Background: an optimization exercise with open tools, aiming at small area, a short achievable clock period and few clock cycles. Do not read the settings as production practice. Only simulation tests tie the RTL to the original design; equivalence was not proved.

$ cat flow/run.sh
#!/bin/bash
# synth_recipe.tcl (not shown) runs the flow's synth.tcl, then flattens the netlist and writes it again
# the make line also repeats each setting of config.mk as NAME=value (left out here)
make -C /OpenROAD-flow-scripts/flow DESIGN_CONFIG=/design/flow/config.mk WORK_HOME=/design/flow/orfs CLKGATE_MAP_FILE= SYNTH_SCRIPT=/design/flow/synth_recipe.tcl finish
$ cat flow/config.mk
export PLATFORM = sky130hd
export DESIGN_NAME = fpdiv_frac
export DESIGN_NICKNAME = fpdiv_frac
export VERILOG_FILES = /design/flow/design.v
export SDC_FILE = /design/flow/constraint.sdc
export NUM_CORES = 4
export LEC_CHECK = 0
export CAP_MARGIN = 20
export CORE_MARGIN = 2
export CORE_UTILIZATION = 40
export PLACE_DENSITY = 0.6
export SLEW_MARGIN = 20
$ cat flow/constraint.sdc
create_clock -name core_clock -period 11.0 [get_ports {clk}]
set_input_delay 2.2000 -clock core_clock [delete_from_list [all_inputs] [get_ports {clk}]]
set_output_delay 2.2000 -clock core_clock [all_outputs]
set_load 0.01 [all_outputs]
$ cat flow/design.v
package fpdiv_fmt_pkg;
	typedef enum logic [1:0] {
		FMT_FP16 = 2'd0,
		FMT_FP32 = 2'd1,
		FMT_FP64 = 2'd2
	} fp_format_e;
	localparam int FRAC_W = 53;
	localparam int QUO_OUT_W = 55;
	localparam int FP16_FRAC_W = 11;
	localparam int FP32_FRAC_W = 24;
	localparam int FP64_FRAC_W = 53;
	localparam int ITER_CNT_W = 4;
	localparam logic [ITER_CNT_W-1:0] ITER_CNT_FP16 = 4'd1;
	localparam logic [ITER_CNT_W-1:0] ITER_CNT_FP32 = 4'd3;
	localparam logic [ITER_CNT_W-1:0] ITER_CNT_FP64 = 4'd8;
	typedef logic [FRAC_W-1:0] frac_t;
endpackage
package srt_pkg;
	localparam int REM_W = 60;
	localparam int SCALED_W = 58;
	localparam int QUO_W = 56;
	localparam int QDS_REM_W = 6;
	localparam int STAGES_PER_CYCLE = 3;
	typedef logic [4:0] quo_dig_t;
	localparam int DIG_NEG2 = 4;
	localparam int DIG_NEG1 = 3;
	localparam int DIG_ZERO = 2;
	localparam int DIG_POS1 = 1;
	localparam int DIG_POS2 = 0;
	typedef struct packed {
		logic [REM_W-1:0] sum;
		logic [REM_W-1:0] carry;
	} rem_cs_t;
	typedef struct packed {
		logic [QUO_W-1:0] pos;
		logic [QUO_W-1:0] neg;
	} quo_pair_t;
	typedef struct packed {
		logic [REM_W-1:0] pos_2;
		logic [REM_W-1:0] pos_1;
		logic [REM_W-1:0] neg_1;
		logic [REM_W-1:0] neg_2;
	} divisor_mults_t;
	typedef enum logic [4:0] {
		ST_IDLE  = 5'b00001,
		ST_SETUP = 5'b00010,
		ST_ITER  = 5'b00100,
		ST_POST  = 5'b01000,
		ST_DONE  = 5'b10000
	} ctrl_state_e;
endpackage
`timescale 1ns/1ps
module srt_ctrl
(
	input  logic        clk,
	input  logic        rst_n,
	input  logic        start_valid_i,
	input  logic        finish_ready_i,
	input  logic        flush_i,
	input  fpdiv_fmt_pkg::fp_format_e  fp_format_i,
	output srt_pkg::ctrl_state_e state_o,
	output logic        start_ready_o,
	output logic        finish_valid_o
);
	srt_pkg::ctrl_state_e           state_d;
	srt_pkg::ctrl_state_e           state_q;
	logic [fpdiv_fmt_pkg::ITER_CNT_W-1:0] iter_cnt_init;
	logic [fpdiv_fmt_pkg::ITER_CNT_W-1:0] iter_cnt_q;
	logic                  last_iter;
	always_comb begin
		case (fp_format_i)
			fpdiv_fmt_pkg::FMT_FP16: iter_cnt_init = fpdiv_fmt_pkg::ITER_CNT_FP16;
			fpdiv_fmt_pkg::FMT_FP32: iter_cnt_init = fpdiv_fmt_pkg::ITER_CNT_FP32;
			default:  iter_cnt_init = fpdiv_fmt_pkg::ITER_CNT_FP64;
		endcase
	end
	always_ff @(posedge clk) begin
		if (state_q == srt_pkg::ST_IDLE) begin
			iter_cnt_q <= iter_cnt_init;
		end else if (state_q == srt_pkg::ST_ITER) begin
			iter_cnt_q <= iter_cnt_q - 1'b1;
		end
	end
	assign last_iter = (iter_cnt_q == '0);
	always_comb begin
		unique case (state_q)
			srt_pkg::ST_IDLE:  state_d = start_valid_i ? srt_pkg::ST_SETUP : srt_pkg::ST_IDLE;
			srt_pkg::ST_SETUP: state_d = srt_pkg::ST_ITER;
			srt_pkg::ST_ITER:  state_d = last_iter ? srt_pkg::ST_POST : srt_pkg::ST_ITER;
			srt_pkg::ST_POST:  state_d = srt_pkg::ST_DONE;
			srt_pkg::ST_DONE:  state_d = finish_ready_i ? srt_pkg::ST_IDLE : srt_pkg::ST_DONE;
			default:  state_d = srt_pkg::ST_IDLE;
		endcase
		if (flush_i) begin
			state_d = srt_pkg::ST_IDLE;
		end
	end
	always_ff @(posedge clk or negedge rst_n) begin
		if (!rst_n) begin
			state_q <= srt_pkg::ST_IDLE;
		end else begin
			state_q <= state_d;
		end
	end
	assign start_ready_o  = (state_q == srt_pkg::ST_IDLE);
	assign finish_valid_o = (state_q == srt_pkg::ST_DONE);
	assign state_o        = state_q;
endmodule
`timescale 1ns/1ps
module srt_prescale
(
	input  fpdiv_fmt_pkg::fp_format_e          fp_format_i,
	input  fpdiv_fmt_pkg::frac_t               a_frac_i,
	input  fpdiv_fmt_pkg::frac_t               b_frac_i,
	output srt_pkg::rem_cs_t             init_rem_o,
	output srt_pkg::quo_pair_t           init_quo_o,
	output logic [srt_pkg::SCALED_W-1:0] scaled_div_o
);
	localparam logic [4:0] FIRST_POS2_MIN = 5'd12;
	fpdiv_fmt_pkg::frac_t               a_align;
	fpdiv_fmt_pkg::frac_t               b_align;
	logic [2:0]          factor_sel;
	logic [4:0]          factor;
	logic [srt_pkg::SCALED_W-1:0] scaled_a;
	logic [srt_pkg::SCALED_W-1:0] scaled_b;
	logic                a_lt_b;
	logic [srt_pkg::SCALED_W:0]   dividend;
	logic [srt_pkg::REM_W-1:0]    div_ext;
	logic                first_pos_2;
	always_comb begin
		case (fp_format_i)
			fpdiv_fmt_pkg::FMT_FP16: begin
				a_align = {a_frac_i[fpdiv_fmt_pkg::FP16_FRAC_W-1:0], {(fpdiv_fmt_pkg::FRAC_W-fpdiv_fmt_pkg::FP16_FRAC_W){1'b0}}};
				b_align = {b_frac_i[fpdiv_fmt_pkg::FP16_FRAC_W-1:0], {(fpdiv_fmt_pkg::FRAC_W-fpdiv_fmt_pkg::FP16_FRAC_W){1'b0}}};
			end
			fpdiv_fmt_pkg::FMT_FP32: begin
				a_align = {a_frac_i[fpdiv_fmt_pkg::FP32_FRAC_W-1:0], {(fpdiv_fmt_pkg::FRAC_W-fpdiv_fmt_pkg::FP32_FRAC_W){1'b0}}};
				b_align = {b_frac_i[fpdiv_fmt_pkg::FP32_FRAC_W-1:0], {(fpdiv_fmt_pkg::FRAC_W-fpdiv_fmt_pkg::FP32_FRAC_W){1'b0}}};
			end
			default: begin
				a_align = a_frac_i[fpdiv_fmt_pkg::FP64_FRAC_W-1:0];
				b_align = b_frac_i[fpdiv_fmt_pkg::FP64_FRAC_W-1:0];
			end
		endcase
	end
	assign factor_sel = b_align[fpdiv_fmt_pkg::FRAC_W-2 -: 3];
	always_comb begin
		case (factor_sel)
			3'd0:    factor = 5'd16;
			3'd1:    factor = 5'd14;
			3'd2:    factor = 5'd13;
			3'd3:    factor = 5'd12;
			3'd4:    factor = 5'd11;
			3'd5:    factor = 5'd10;
			default: factor = 5'd9;
		endcase
	end
	assign scaled_a = a_align * factor;
	assign scaled_b = b_align * factor;
	assign a_lt_b   = (scaled_a < scaled_b);
	assign dividend = a_lt_b ? {scaled_a, 1'b0} : {1'b0, scaled_a};
	assign init_rem_o.sum = {dividend, 1'b1};
	assign first_pos_2 = (init_rem_o.sum[srt_pkg::REM_W-2 -: 5] >= FIRST_POS2_MIN);
	assign div_ext          = {1'b0, scaled_b, 1'b0};
	assign init_rem_o.carry = first_pos_2 ? ~{div_ext[srt_pkg::REM_W-2:0], 1'b0} : ~div_ext;
	assign init_quo_o.pos = {{(srt_pkg::QUO_W-2){1'b0}}, first_pos_2, ~first_pos_2};
	assign init_quo_o.neg = '0;
	assign scaled_div_o = scaled_b;
endmodule
`timescale 1ns/1ps
module srt_r4_qds
(
	input  logic [srt_pkg::QDS_REM_W-1:0] rem_top_i,
	output srt_pkg::quo_dig_t             quo_dig_o
);
	localparam logic signed [srt_pkg::QDS_REM_W-1:0] M_POS2 = 6'sd12;
	localparam logic signed [srt_pkg::QDS_REM_W-1:0] M_POS1 = 6'sd4;
	localparam logic signed [srt_pkg::QDS_REM_W-1:0] M_ZERO = -6'sd4;
	localparam logic signed [srt_pkg::QDS_REM_W-1:0] M_NEG1 = -6'sd13;
	logic signed [srt_pkg::QDS_REM_W-1:0] rem_est;
	assign rem_est = rem_top_i;
	always_comb begin
		quo_dig_o = '0;
		if (rem_est >= M_POS2) begin
			quo_dig_o[srt_pkg::DIG_POS2] = 1'b1;
		end else if (rem_est >= M_POS1) begin
			quo_dig_o[srt_pkg::DIG_POS1] = 1'b1;
		end else if (rem_est >= M_ZERO) begin
			quo_dig_o[srt_pkg::DIG_ZERO] = 1'b1;
		end else if (rem_est >= M_NEG1) begin
			quo_dig_o[srt_pkg::DIG_NEG1] = 1'b1;
		end else begin
			quo_dig_o[srt_pkg::DIG_NEG2] = 1'b1;
		end
	end
endmodule
`timescale 1ns/1ps
module srt_r4_stage
(
	input  srt_pkg::rem_cs_t        rem_i,
	input  srt_pkg::quo_pair_t      quo_i,
	input  srt_pkg::divisor_mults_t mults_i,
	output srt_pkg::rem_cs_t        rem_o,
	output srt_pkg::quo_pair_t      quo_o
);
	logic [srt_pkg::QDS_REM_W-1:0] rem_top;
	srt_pkg::quo_dig_t             quo_dig;
	logic [srt_pkg::REM_W-1:0]     sum_sh;
	logic [srt_pkg::REM_W-1:0]     carry_sh;
	logic [srt_pkg::REM_W-1:0]     mult_sel;
	logic                 mult_neg;
	logic [srt_pkg::REM_W-1:0]     maj;
	assign rem_top = rem_i.sum[srt_pkg::REM_W-3 -: srt_pkg::QDS_REM_W] + rem_i.carry[srt_pkg::REM_W-3 -: srt_pkg::QDS_REM_W];
	srt_r4_qds u_qds (
		.rem_top_i (rem_top),
		.quo_dig_o (quo_dig)
	);
	assign sum_sh   = {rem_i.sum[srt_pkg::REM_W-3:0], 2'b00};
	assign carry_sh = {rem_i.carry[srt_pkg::REM_W-3:0], 2'b00};
	assign mult_sel =
		  ({srt_pkg::REM_W{quo_dig[srt_pkg::DIG_NEG2]}} & mults_i.pos_2)
		| ({srt_pkg::REM_W{quo_dig[srt_pkg::DIG_NEG1]}} & mults_i.pos_1)
		| ({srt_pkg::REM_W{quo_dig[srt_pkg::DIG_POS1]}} & mults_i.neg_1)
		| ({srt_pkg::REM_W{quo_dig[srt_pkg::DIG_POS2]}} & mults_i.neg_2);
	assign mult_neg = quo_dig[srt_pkg::DIG_POS1] | quo_dig[srt_pkg::DIG_POS2];
	assign maj = (sum_sh & carry_sh) | (sum_sh & mult_sel) | (carry_sh & mult_sel);
	assign rem_o.sum   = sum_sh ^ carry_sh ^ mult_sel;
	assign rem_o.carry = {maj[srt_pkg::REM_W-2:0], mult_neg};
	assign quo_o.pos = {quo_i.pos[srt_pkg::QUO_W-3:0], quo_dig[srt_pkg::DIG_POS2], quo_dig[srt_pkg::DIG_POS1]};
	assign quo_o.neg = {quo_i.neg[srt_pkg::QUO_W-3:0], quo_dig[srt_pkg::DIG_NEG2], quo_dig[srt_pkg::DIG_NEG1]};
endmodule
`timescale 1ns/1ps
module srt_iter_core
(
	input  logic                clk,
	input  srt_pkg::ctrl_state_e         state_i,
	input  srt_pkg::rem_cs_t             init_rem_i,
	input  srt_pkg::quo_pair_t           init_quo_i,
	input  logic [srt_pkg::SCALED_W-1:0] scaled_div_i,
	output srt_pkg::rem_cs_t             rem_o,
	output srt_pkg::quo_pair_t           quo_o,
	output logic [srt_pkg::REM_W-1:0]    divisor_o
);
	srt_pkg::rem_cs_t             rem_q;
	srt_pkg::quo_pair_t           quo_q;
	logic [srt_pkg::SCALED_W-1:0] div_q;
	logic [srt_pkg::REM_W-1:0]    div_ext;
	srt_pkg::divisor_mults_t      mults;
	logic [srt_pkg::STAGES_PER_CYCLE:0][2*srt_pkg::REM_W-1:0] rem_chain;
	logic [srt_pkg::STAGES_PER_CYCLE:0][2*srt_pkg::QUO_W-1:0] quo_chain;
	always_ff @(posedge clk) begin
		if (state_i == srt_pkg::ST_IDLE) begin
			rem_q <= init_rem_i;
			quo_q <= init_quo_i;
			div_q <= scaled_div_i;
		end else if (state_i == srt_pkg::ST_ITER) begin
			rem_q <= rem_chain[srt_pkg::STAGES_PER_CYCLE];
			quo_q <= quo_chain[srt_pkg::STAGES_PER_CYCLE];
		end
	end
	assign div_ext = {1'b0, div_q, 1'b0};
	assign mults.pos_1 = div_ext;
	assign mults.pos_2 = {div_ext[srt_pkg::REM_W-2:0], 1'b0};
	assign mults.neg_1 = ~mults.pos_1;
	assign mults.neg_2 = ~mults.pos_2;
	assign rem_chain[0] = rem_q;
	assign quo_chain[0] = quo_q;
	for (genvar i = 0; i < srt_pkg::STAGES_PER_CYCLE; i++) begin : g_stage
		srt_r4_stage u_stage (
			.rem_i   (rem_chain[i]),
			.quo_i   (quo_chain[i]),
			.mults_i (mults),
			.rem_o   (rem_chain[i+1]),
			.quo_o   (quo_chain[i+1])
		);
	end
	assign rem_o     = rem_q;
	assign quo_o     = quo_q;
	assign divisor_o = div_ext;
endmodule
`timescale 1ns/1ps
module srt_post
(
	input  srt_pkg::rem_cs_t                rem_i,
	input  srt_pkg::quo_pair_t              quo_i,
	output logic [fpdiv_fmt_pkg::QUO_OUT_W-1:0]   quo_o
);
	logic [srt_pkg::REM_W-1:0] rem_nr;
	logic             rem_neg;
	logic [srt_pkg::QUO_W-1:0] quo_nr;
	assign rem_nr  = rem_i.sum + rem_i.carry;
	assign rem_neg = rem_nr[srt_pkg::REM_W-1];
	assign quo_nr = quo_i.pos - quo_i.neg - {{(srt_pkg::QUO_W-1){1'b0}}, rem_neg};
	assign quo_o = quo_nr[fpdiv_fmt_pkg::QUO_OUT_W-1:0];
endmodule
`timescale 1ns/1ps
module fpdiv_frac
(
	input  logic                 clk,
	input  logic                 rst_n,
	input  logic                 start_valid_i,
	output logic                 start_ready_o,
	input  logic                 flush_i,
	input  fpdiv_fmt_pkg::fp_format_e           fp_format_i,
	input  fpdiv_fmt_pkg::frac_t                a_frac_i,
	input  fpdiv_fmt_pkg::frac_t                b_frac_i,
	output logic                 finish_valid_o,
	input  logic                 finish_ready_i,
	output logic [fpdiv_fmt_pkg::QUO_OUT_W-1:0] fpdiv_frac_o
);
	srt_pkg::ctrl_state_e         state;
	srt_pkg::rem_cs_t             init_rem;
	srt_pkg::quo_pair_t           init_quo;
	logic [srt_pkg::SCALED_W-1:0] scaled_div;
	srt_pkg::rem_cs_t             rem;
	srt_pkg::quo_pair_t           quo;
	srt_ctrl u_ctrl (
		.clk            (clk),
		.rst_n          (rst_n),
		.start_valid_i  (start_valid_i),
		.finish_ready_i (finish_ready_i),
		.flush_i        (flush_i),
		.fp_format_i    (fp_format_i),
		.state_o        (state),
		.start_ready_o  (start_ready_o),
		.finish_valid_o (finish_valid_o)
	);
	srt_prescale u_prescale (
		.fp_format_i  (fp_format_i),
		.a_frac_i     (a_frac_i),
		.b_frac_i     (b_frac_i),
		.init_rem_o   (init_rem),
		.init_quo_o   (init_quo),
		.scaled_div_o (scaled_div)
	);
	srt_iter_core u_core (
		.clk          (clk),
		.state_i      (state),
		.init_rem_i   (init_rem),
		.init_quo_i   (init_quo),
		.scaled_div_i (scaled_div),
		.rem_o        (rem),
		.quo_o        (quo),
		.divisor_o    ()
	);
	srt_post u_post (
		.rem_i (rem),
		.quo_i (quo),
		.quo_o (fpdiv_frac_o)
	);
endmodule
==> impl_metrics.xml <==
<?xml version="1.0" encoding="UTF-8"?>
<metrics>
  <group name="critical_path">
    <metric name="critical_path_launch_point_type" unit="">primary input</metric>
    <metric name="worstRegToRegCells" unit="">43</metric>
    <metric name="cp_capture_type" unit="">flip-flop</metric>
    <metric name="crit-reg2reg-launch" unit="">u_core.rem_q[112]</metric>
    <metric name="critical_path.reg2reg.endpoint" unit="">u_core.rem_q[84]</metric>
    <metric name="timing.critical_path.required" unit="ns">11.34</metric>
    <metric name="critical-path-slowest-cell" unit="">sky130_fd_sc_hd__a2111o_2</metric>
    <metric name="largest_fanout_on_the_critical_path" unit="">38</metric>
    <metric name="worst_path_largest_cell_delay" unit="ns">0.49</metric>
    <metric name="critical_path.endpoint" unit="">u_core.rem_q[15]</metric>
    <metric name="crit_arrival" unit="ns">11.01</metric>
    <metric name="setup_slack_of_the_most_critical_reg_to_reg_path" unit="ns">0.69</metric>
    <metric name="worst_setup_path_startpoint" unit="">b_frac_i[7]</metric>
    <metric name="critical_path_class" unit="">primary input to flip-flop</metric>
  </group>
  <group name="grt">
    <metric name="overflow" unit="">0</metric>
    <metric name="grt_start_max_net_pins" unit="">111</metric>
    <metric name="first_pass_grt_wire_length" unit="um">224000</metric>
    <metric name="antenna_found_initial" unit="">0</metric>
    <metric name="gr-usage-all-layers" unit="%">24.9</metric>
    <metric name="first_global_vias" unit="">39665</metric>
  </group>
  <group name="sta">
    <metric name="worst_clock_skew" unit="ns">0.0208</metric>
    <metric name="final.min_clock_period" unit="ns">10.67</metric>
    <metric name="final_hold_viol_count" unit="">0</metric>
    <metric name="maxSlewViolCount" unit="">0</metric>
    <metric name="slew-limit-headroom" unit="%">31.4</metric>
    <metric name="setup_viol" unit="">0</metric>
    <metric name="fin_ws" unit="ns">0.329</metric>
    <metric name="timing.fmax" unit="MHz">93.7</metric>
    <metric name="final.setup.tns" unit="ns">0</metric>
    <metric name="tightestPinTransition" unit="ns">1.02</metric>
    <metric name="post-route-period-util" unit="%">97.0</metric>
  </group>
  <group name="die">
    <metric name="core_region" unit="mm2">0.111</metric>
    <metric name="rows" unit="">122</metric>
    <metric name="design.die.area" unit="mm2">0.114</metric>
    <metric name="ios" unit="">170</metric>
    <metric name="dieHeight" unit="um">338</metric>
    <metric name="floorplan.die.width" unit="um">338</metric>
    <metric name="initial_core_util" unit="%">40.3</metric>
  </group>
  <group name="route">
    <metric name="first_iter_violations" unit="">3324</metric>
    <metric name="routed_len_inst" unit="um">20.2</metric>
    <metric name="routed_wire_length" unit="um">145000</metric>
    <metric name="drt.antenna.violating_nets" unit="">0</metric>
    <metric name="drt_pre_antenna_iters" unit="">6</metric>
    <metric name="detailroute.via_count" unit="">40491</metric>
    <metric name="vias_per_cell" unit="">5.67</metric>
    <metric name="drc" unit="">0</metric>
  </group>
  <group name="logic_synthesis">
    <metric name="synth-seq-cells" unit="">297</metric>
    <metric name="syn-cell-area" unit="mm2">0.0445</metric>
    <metric name="yosys.cell_types.count" unit="">105</metric>
    <metric name="ys_top_cells_by_count" unit="">sky130_fd_sc_hd__inv_1, sky130_fd_sc_hd__nand2_1, sky130_fd_sc_hd__nor2_1</metric>
    <metric name="synth_async_sr_flop_share" unit="%">1.68</metric>
    <metric name="synth.area.top_cells" unit="">sky130_fd_sc_hd__fa_1, sky130_fd_sc_hd__edfxtp_1, sky130_fd_sc_hd__ha_1, sky130_fd_sc_hd__inv_1, sky130_fd_sc_hd__dfxtp_1</metric>
    <metric name="synth_sequential_area_ratio" unit="%">17.5</metric>
    <metric name="synth_most_common_cell" unit="">sky130_fd_sc_hd__inv_1</metric>
    <metric name="ys.warnings.count" unit="">4</metric>
    <metric name="most_common_flop_cell_mapped_by_yosys" unit="">sky130_fd_sc_hd__edfxtp_1</metric>
    <metric name="synth.largest_area_cell" unit="">sky130_fd_sc_hd__fa_1</metric>
    <metric name="synth_top_area_share" unit="%">21.2</metric>
    <metric name="count_of_flip_flops_with_a_built_in_enable_after_synthesis" unit="">183</metric>
    <metric name="postSynthCellCount" unit="">5256</metric>
    <metric name="synth.avg_cell_area" unit="um2">8.47</metric>
  </group>
  <group name="placement">
    <metric name="io_buffer_count" unit="">169</metric>
    <metric name="place_worst_setup_slack" unit="ns">-0.265</metric>
    <metric name="dp.cells" unit="">7083</metric>
    <metric name="routabilityCongestion" unit="">0.942</metric>
    <metric name="detailed_place_hpwl" unit="um">118000</metric>
  </group>
  <group name="final_layout">
    <metric name="layout.nets" unit="">6583</metric>
    <metric name="multiInputGateArea" unit="mm2">0.0333</metric>
    <metric name="fin_cells" unit="">7140</metric>
    <metric name="area.growth.synth_to_final" unit="%">17.2</metric>
    <metric name="nFillCells" unit="">10803</metric>
    <metric name="ff_latch_area" unit="mm2">0.00780</metric>
    <metric name="antenna-diode-count" unit="">0</metric>
    <metric name="share_of_final_layout_standard_cells_stronger_than_drive_strength_1" unit="%">13.2</metric>
  </group>
  <group name="cts">
    <metric name="cts-htree-levels" unit="">1</metric>
    <metric name="tritoncts" unit="">built</metric>
    <metric name="post_cts_buffers" unit="">0</metric>
    <metric name="cts.clk_slew.worst_paths" unit="ns">0.07</metric>
    <metric name="cts_buffer_depth" unit="">3</metric>
    <metric name="worst_skew_pair.late_latency" unit="ns">0.61</metric>
    <metric name="clock_tree.root_cell" unit="">sky130_fd_sc_hd__clkbuf_16</metric>
    <metric name="cts_num_sinks" unit="">297</metric>
    <metric name="numCtsBuffers" unit="">31</metric>
  </group>
  <group name="worst_hold_path">
    <metric name="timing.hold.worst.class" unit="">flip-flop to flip-flop</metric>
    <metric name="hold_path_startpoint" unit="">u_core.quo_q[106]</metric>
  </group>
  <group name="flow_run">
    <metric name="cap_violations" unit="">0</metric>
  </group>
  <group name="outcome">
    <metric name="status" unit="">finished clean</metric>
  </group>
</metrics>
registers in the layout (all words and copies together) (netlist names):
register           flops
u_ctrl.state_q         5
u_ctrl.iter_cnt_q      4
u_core.rem_q         120
u_core.div_q          58
u_core.quo_q         110
placed cells by master (no fill, tap or decap), types with 58 or more instances in the layout:
cell and instances:
sky130_fd_sc_hd__inv_1 618, sky130_fd_sc_hd__nand2_1 529, sky130_fd_sc_hd__fa_1 472, sky130_fd_sc_hd__buf_4 472, sky130_fd_sc_hd__nor2_1 467, sky130_fd_sc_hd__ha_1 369
sky130_fd_sc_hd__a21oi_1 248, sky130_fd_sc_hd__nand3_1 223, sky130_fd_sc_hd__o21ai_0 211, sky130_fd_sc_hd__edfxtp_1 183, sky130_fd_sc_hd__clkdlybuf4s50_1 167, sky130_fd_sc_hd__nor3_1 117
sky130_fd_sc_hd__a21o_1 113, sky130_fd_sc_hd__dfxtp_1 109, sky130_fd_sc_hd__xnor2_1 106, sky130_fd_sc_hd__o22ai_1 102, sky130_fd_sc_hd__o211ai_1 79, sky130_fd_sc_hd__mux2i_1 67
sky130_fd_sc_hd__a22o_1 67, sky130_fd_sc_hd__o221ai_1 61, sky130_fd_sc_hd__a221o_1 58
worst min path at each step:
stage / end / depth (start not counted)
2_1_floorplan: u_core.quo_q[105] / 2
3_3_place_gp: u_core.quo_q[108] / 2
3_5_place_dp: u_core.quo_q[106] / 2
4_1_cts: u_core.quo_q[106] / 2
5_1_grt: u_core.quo_q[106] / 2
6_report: u_core.quo_q[106] / 2
layout make-up:
type                            count  area share [%]
Multi-Input combinational cell   4006            63.8
Sequential cell                   297            15.0
Timing Repair Buffer              671            11.2
Inverter                          622            4.49
Tap cell                         1488            3.57
Clock buffer                       42            1.79
Clock inverter                     14           0.288
layer usage:
metal | up-vias | global-route usage, % | routed length (um)
met1 | 19771 | 33.5 | 62200
met3 | 224 | 2.33 | 8710
met5 | - | 0 | 0
met4 | 0 | 9.53 | 6160
met2 | 1450 | 41.6 | 67500
li1 | 19046 | - | -
per-stage QoR:
step / area (um2) / hold slack (ns) / utilization, %
after floorplan: 44600 / 0.439 / -
after global placement: 51000 / 0.453 / 46.2
after detailed placement: 51000 / 0.458 / 46.2
after CTS: 52100 / 0.468 / 47.2
after global routing: 52200 / 0.498 / 47.2
final: 52200 / 0.466 / 47.2
kinds of logic after synthesis:
family          after synthesis  synth area share (%)
buf+inv                     957                  8.34
other cells                   2                0.0169
fa+ha+maj                   841                  31.6
mux                         124                  2.98
compound gates             1288                  20.4
flops                       297                  17.5
xor+xnor                    168                  3.41
simple gates               1579                  15.8
timing repair:
action,in CTS,in global routing
hold buffers,0,0
setup endpoints to repair,0,94
resized for setup,0,16
worst max-delay path, delay by kind of cell:
family                     cells  cell delay, ns
AOI/OAI and AO/OA             14            3.68
muxes                          3            0.87
and+or+nand+nor                8            1.30
buffers and inverters          5            1.05
adders and majority gates      5            1.83
Testbench counts, summed over its fixed seeds: cycles 21,789.

static timing again, ports no longer ideal:
In the flow no input, the clock included, has a driving cell. The finished layout below was timed again as built, in two steps.
Step 1: set_driving_cell puts a clkbuf_16 on clk and a buf_2 on each other input, an assumption about the parent block.
Step 2, shift: input delay + t, output delay - t, t = (earliest + latest rising clock arrival at the registers) / 2. This alone moves slack from input paths to output paths.
a / b / c = ideal ports / drivers / drivers and shift; a / b = the first two.
shift t [ns]: 0.657
slack for setup (ns): 0.329 / 0.363 / -0.294
worst setup path at the end: input to register
slew at the worst register clock pin (ns): 0.07 / 0.07
Met with ideal ports but missed after step 2: setup timing in this run. The setup slack of this run moves by +0.034 ns with the drivers and by -0.623 ns with both steps.
